What follows belongs to an exercise in optimizing a design on an open flow for small area, a short achievable clock period and few clock cycles per item; a production flow would make more cautious choices. Where RTL was checked, it was by simulation tests only, not by an equivalence proof against the original. No activity file was given, so power comes from the tool's default toggle rates.

// limb_mul_sequencer
module limb_mul_sequencer #(
  parameter int W       = 32,
  parameter int LIMBS   = 4,
  parameter int MUL_LAT = 2
) (
  input  logic                   clk,
  input  logic                   rst,
  input  logic                   start,
  input  logic [W*LIMBS-1:0]     a,
  input  logic [W*LIMBS-1:0]     b,
  output logic                   busy,
  output logic [2*W*LIMBS-1:0]   product,
  output logic                   done,
  output logic                   mul_start,
  output logic [W-1:0]           mul_a,
  output logic [W-1:0]           mul_b,
  input  logic [2*W-1:0]         mul_product
);
Settings: LEC_CHECK=0, ABC_CLOCK_PERIOD_IN_PS=2500, CAP_MARGIN=20, CORE_MARGIN=2, CORE_UTILIZATION=50, SETUP_SLACK_MARGIN=4.5, SLEW_MARGIN=20; clock period 8.0 ns.
run.sh (not shown) runs the stock make flow with config.mk's settings and CLKGATE_MAP_FILE= SYNTH_SCRIPT=/design/flow/synth_recipe.tcl, a recipe that flattens the netlist after the stock synthesis.
Rerun with:
- ABC_CLOCK_PERIOD_IN_PS: 2500 -> unset
Clock power hardly moves. Wire length stays the same. Sequential power stays flat. Final area does not change.
Rerun with:
==> flow/flow/run.sh (new file) <==
#!/bin/bash
export BUFFER_PORTS_ARGS="-buffer_cell sky130_fd_sc_hd__buf_1"
bash standard.sh > standard.log 2>&1
==> flow/standard.sh (new file) <==
#!/bin/bash
# synth_recipe.tcl (not shown) runs the flow's synth.tcl, then flattens the netlist and writes it again
# the make line also repeats each setting of config.mk as NAME=value (left out here)
make -C /OpenROAD-flow-scripts/flow DESIGN_CONFIG=/design/flow/config.mk WORK_HOME=/design/flow/orfs CLKGATE_MAP_FILE= SYNTH_SCRIPT=/design/flow/synth_recipe.tcl "${@:-finish}"
- SETUP_SLACK_MARGIN: 4.5 -> 5
removed: flow/run.sh
Clock power came out lower by about 1%.
Area after synthesis is unchanged.
Count of clock-buffer cells in the layout came out lower by 4.
Worst hold slack improved by 8.0 ps.
Rerun with:
- CTS_BUF_LIST: unset -> sky130_fd_sc_hd__clkbuf_4 sky130_fd_sc_hd__clkbuf_8
Effect: Final cell count went up by a few percent. Hold slack barely changes. Setup slack gets better by 19 ps. Sequential power hardly moves. Power went down slightly. Synthesized cell count is unchanged. Sequential share of layout area went down by 0.20 points. Maximum frequency went up slightly. Clock-buffer cell count went up by 58. Global-route usage went up by 0.54 points.
No run of this note included a check of the RTL's function; only the layout flow was run.

========
limb_mul_sequencer, a different RTL version from the one above (not shown whole).
For scale: about 1,600 cells after synthesis, ~670 flip-flops, roughly 650 I/O pins.
export LEC_CHECK = 0
export CAP_MARGIN = 20
export CORE_MARGIN = 2
export CORE_UTILIZATION = 50
export SETUP_SLACK_MARGIN = 4.5
export SLEW_MARGIN = 20
create_clock -name core_clock -period 8.0 [get_ports {clk}]
standard.sh (not shown) runs the stock make flow with config.mk's settings and CLKGATE_MAP_FILE= SYNTH_SCRIPT=/design/flow/synth_recipe.tcl, a recipe that flattens the netlist after the stock synthesis.
==> flow/flow/run.sh <==
#!/bin/bash
export BUFFER_PORTS_ARGS="-buffer_cell sky130_fd_sc_hd__buf_1"
bash standard.sh > standard.log 2>&1
Testbench counts at the start, summed over its fixed seeds: cycles 25,648, items 1,600.
==> next run, changes <==
- SETUP_SLACK_MARGIN: 4.5 -> 5
The changed run passed the timing, DRC and antenna checks.
Wire length goes up by about 1.2%.
Clock-buffer cell count is unchanged.
Worst hold slack hardly moves.
Register-to-register slack gets better by 0.19 ns.
Die area stays the same.
Critical path depth goes up by 1.
Setup slack gets better by 0.19 ns.
First-iteration DRC count goes up by about 2.6%.
Utilization goes up by 1.5 points.
Synthesized area does not change.
Non-clock buffer count goes up by 21.

========
limb_mul_sequencer, a different RTL version from the one above (not shown whole).
Size in the first run: about 1600 cells after synthesis, ~670 flip-flops, about 650 I/O pins, about 25000 um^2 of cells after synthesis.
clock: 8.0 ns
lec_check: 0
cap_margin: 20
core_margin: 2
core_utilization: 60
cts_cluster_diameter: 80
cts_cluster_size: 25
setup_slack_margin: 5
slew_margin: 20
Scripts as last shown in full above: flow/flow/run.sh
Testbench counts at the start, summed over its fixed seeds: cycles 25,648, items 1,600.
Change:
==> flow/flow/run.sh (replaced) <==
#!/bin/bash
export BUFFER_PORTS_ARGS="-buffer_cell sky130_fd_sc_hd__buf_1"
export CTS_ARGS="-sink_clustering_enable -repair_clock_nets -sink_clustering_size 25 -sink_clustering_max_diameter 100 -dont_use_dummy_load"
bash standard.sh > standard.log 2>&1
ABC_AREA = 1   (was unset)
CORE_UTILIZATION = 50   (was 60)
CTS_CLUSTER_DIAMETER = 100   (was 80)
The changed run completed without violations; first-iteration DRC count shrinks by 2.1%; synthesized cell count grows by 62%; utilization shrinks by 14 points.
Change:
==> flow/flow/run.sh (replaced) <==
#!/bin/bash
export BUFFER_PORTS_ARGS="-buffer_cell sky130_fd_sc_hd__buf_1"
bash standard.sh > standard.log 2>&1
ABC_AREA = unset   (was 1)
CTS_CLUSTER_DIAMETER = unset   (was 100)
CTS_CLUSTER_SIZE = unset   (was 25)
Result: The new run went through all stages and came out clean. Cell area hardly moves. Die area drops by 7.1%. Power rose by 6.5%.
Change:
==> flow/flow/run.sh (replaced) <==
#!/bin/bash
export BUFFER_PORTS_ARGS="-buffer_cell sky130_fd_sc_hd__buf_1"
export CTS_ARGS="-sink_clustering_enable -repair_clock_nets -sink_clustering_size 25 -sink_clustering_max_diameter 100 -dont_use_dummy_load"
bash standard.sh > standard.log 2>&1
CORE_UTILIZATION = 70   (was 50)
CTS_CLUSTER_DIAMETER = 100   (was unset)
CTS_CLUSTER_SIZE = 25   (was unset)
What happened:
- register-to-register slack is worse by 0.02 ns
- worst setup slack is worse by 0.024 ns
- clock power went down by 50%
- sequential cell count does not change
- non-clock buffer count went up by 14
Change:
==> flow/flow/run.sh (replaced) <==
#!/bin/bash
export BUFFER_PORTS_ARGS="-buffer_cell sky130_fd_sc_hd__buf_1"
bash standard.sh > standard.log 2>&1
CORE_UTILIZATION = 50   (was 70)
CTS_CLUSTER_SIZE = 30   (was 25)
=>
- The new run ran to the end with no violations
- global-route usage shrinks by 12 points
- routed wire length shrinks by 5.6%
- die area grows by 39%

-- re-timing with driven ports --
The results above use ideal ports. As a check the final layouts listed here were re-extracted and re-timed, cells and wires unchanged.
Step 1 (the two cells are an assumption about what drives the block):
set clk [get_ports {clk}]
set_driving_cell -lib_cell sky130_fd_sc_hd__clkbuf_16 $clk
set_driving_cell -lib_cell sky130_fd_sc_hd__buf_2 [delete_from_list [all_inputs] $clk]
Step 2 times the ports against the registers' clock, not the clock port: input delays grow and output delays shrink by t, the midpoint of the rising clock arrivals with the driver on.
Slacks: ideal / step 1 / step 2; pairs: ideal / step 1.
| run | t, ns | setup WS [ns] | clock arrival spread, ns | slew at the worst register clock pin (ns) |
|---|---|---|---|---|
| the first run of note 1 | 0.659 | 4.649 / 4.649 / 4.091 | 0.023 / 0.024 | 0.07 / 0.07 |
| the second run of note 1 | 0.659 | 4.649 / 4.649 / 4.091 | 0.023 / 0.024 | 0.07 / 0.07 |
| the third run of note 1 | 0.679 | 4.797 / 4.797 / 4.592 | 0.035 / 0.035 | 0.07 / 0.07 |
| the fourth run of note 1 | 0.760 | 4.816 / 4.816 / 4.614 | 0.033 / 0.033 | 0.08 / 0.08 |
| the first run of note 2 | 0.651 | 4.619 / 4.619 / 4.619 | 0.018 / 0.019 | 0.06 / 0.06 |
| the second run of note 2 | 0.656 | 4.814 / 4.814 / 4.814 | 0.020 / 0.020 | 0.06 / 0.06 |
| the first run of note 3 | 0.629 | 5.014 / 5.014 / 5.014 | 0.017 / 0.017 | 0.10 / 0.10 |
| the second run of note 3 | 0.603 | 5.063 / 5.003 / 5.039 | 0.041 / 0.041 | 0.10 / 0.10 |
| the third run of note 3 | 0.651 | 4.935 / 4.935 / 4.935 | 0.016 / 0.016 | 0.07 / 0.07 |
| the fourth run of note 3 | 0.661 | 4.911 / 4.911 / 4.911 | 0.091 / 0.091 | 0.11 / 0.11 |
| the fifth run of note 3 | 0.674 | 4.947 / 4.947 / 4.947 | 0.026 / 0.026 | 0.12 / 0.12 |
After both steps setup and hold are still met in every run listed.
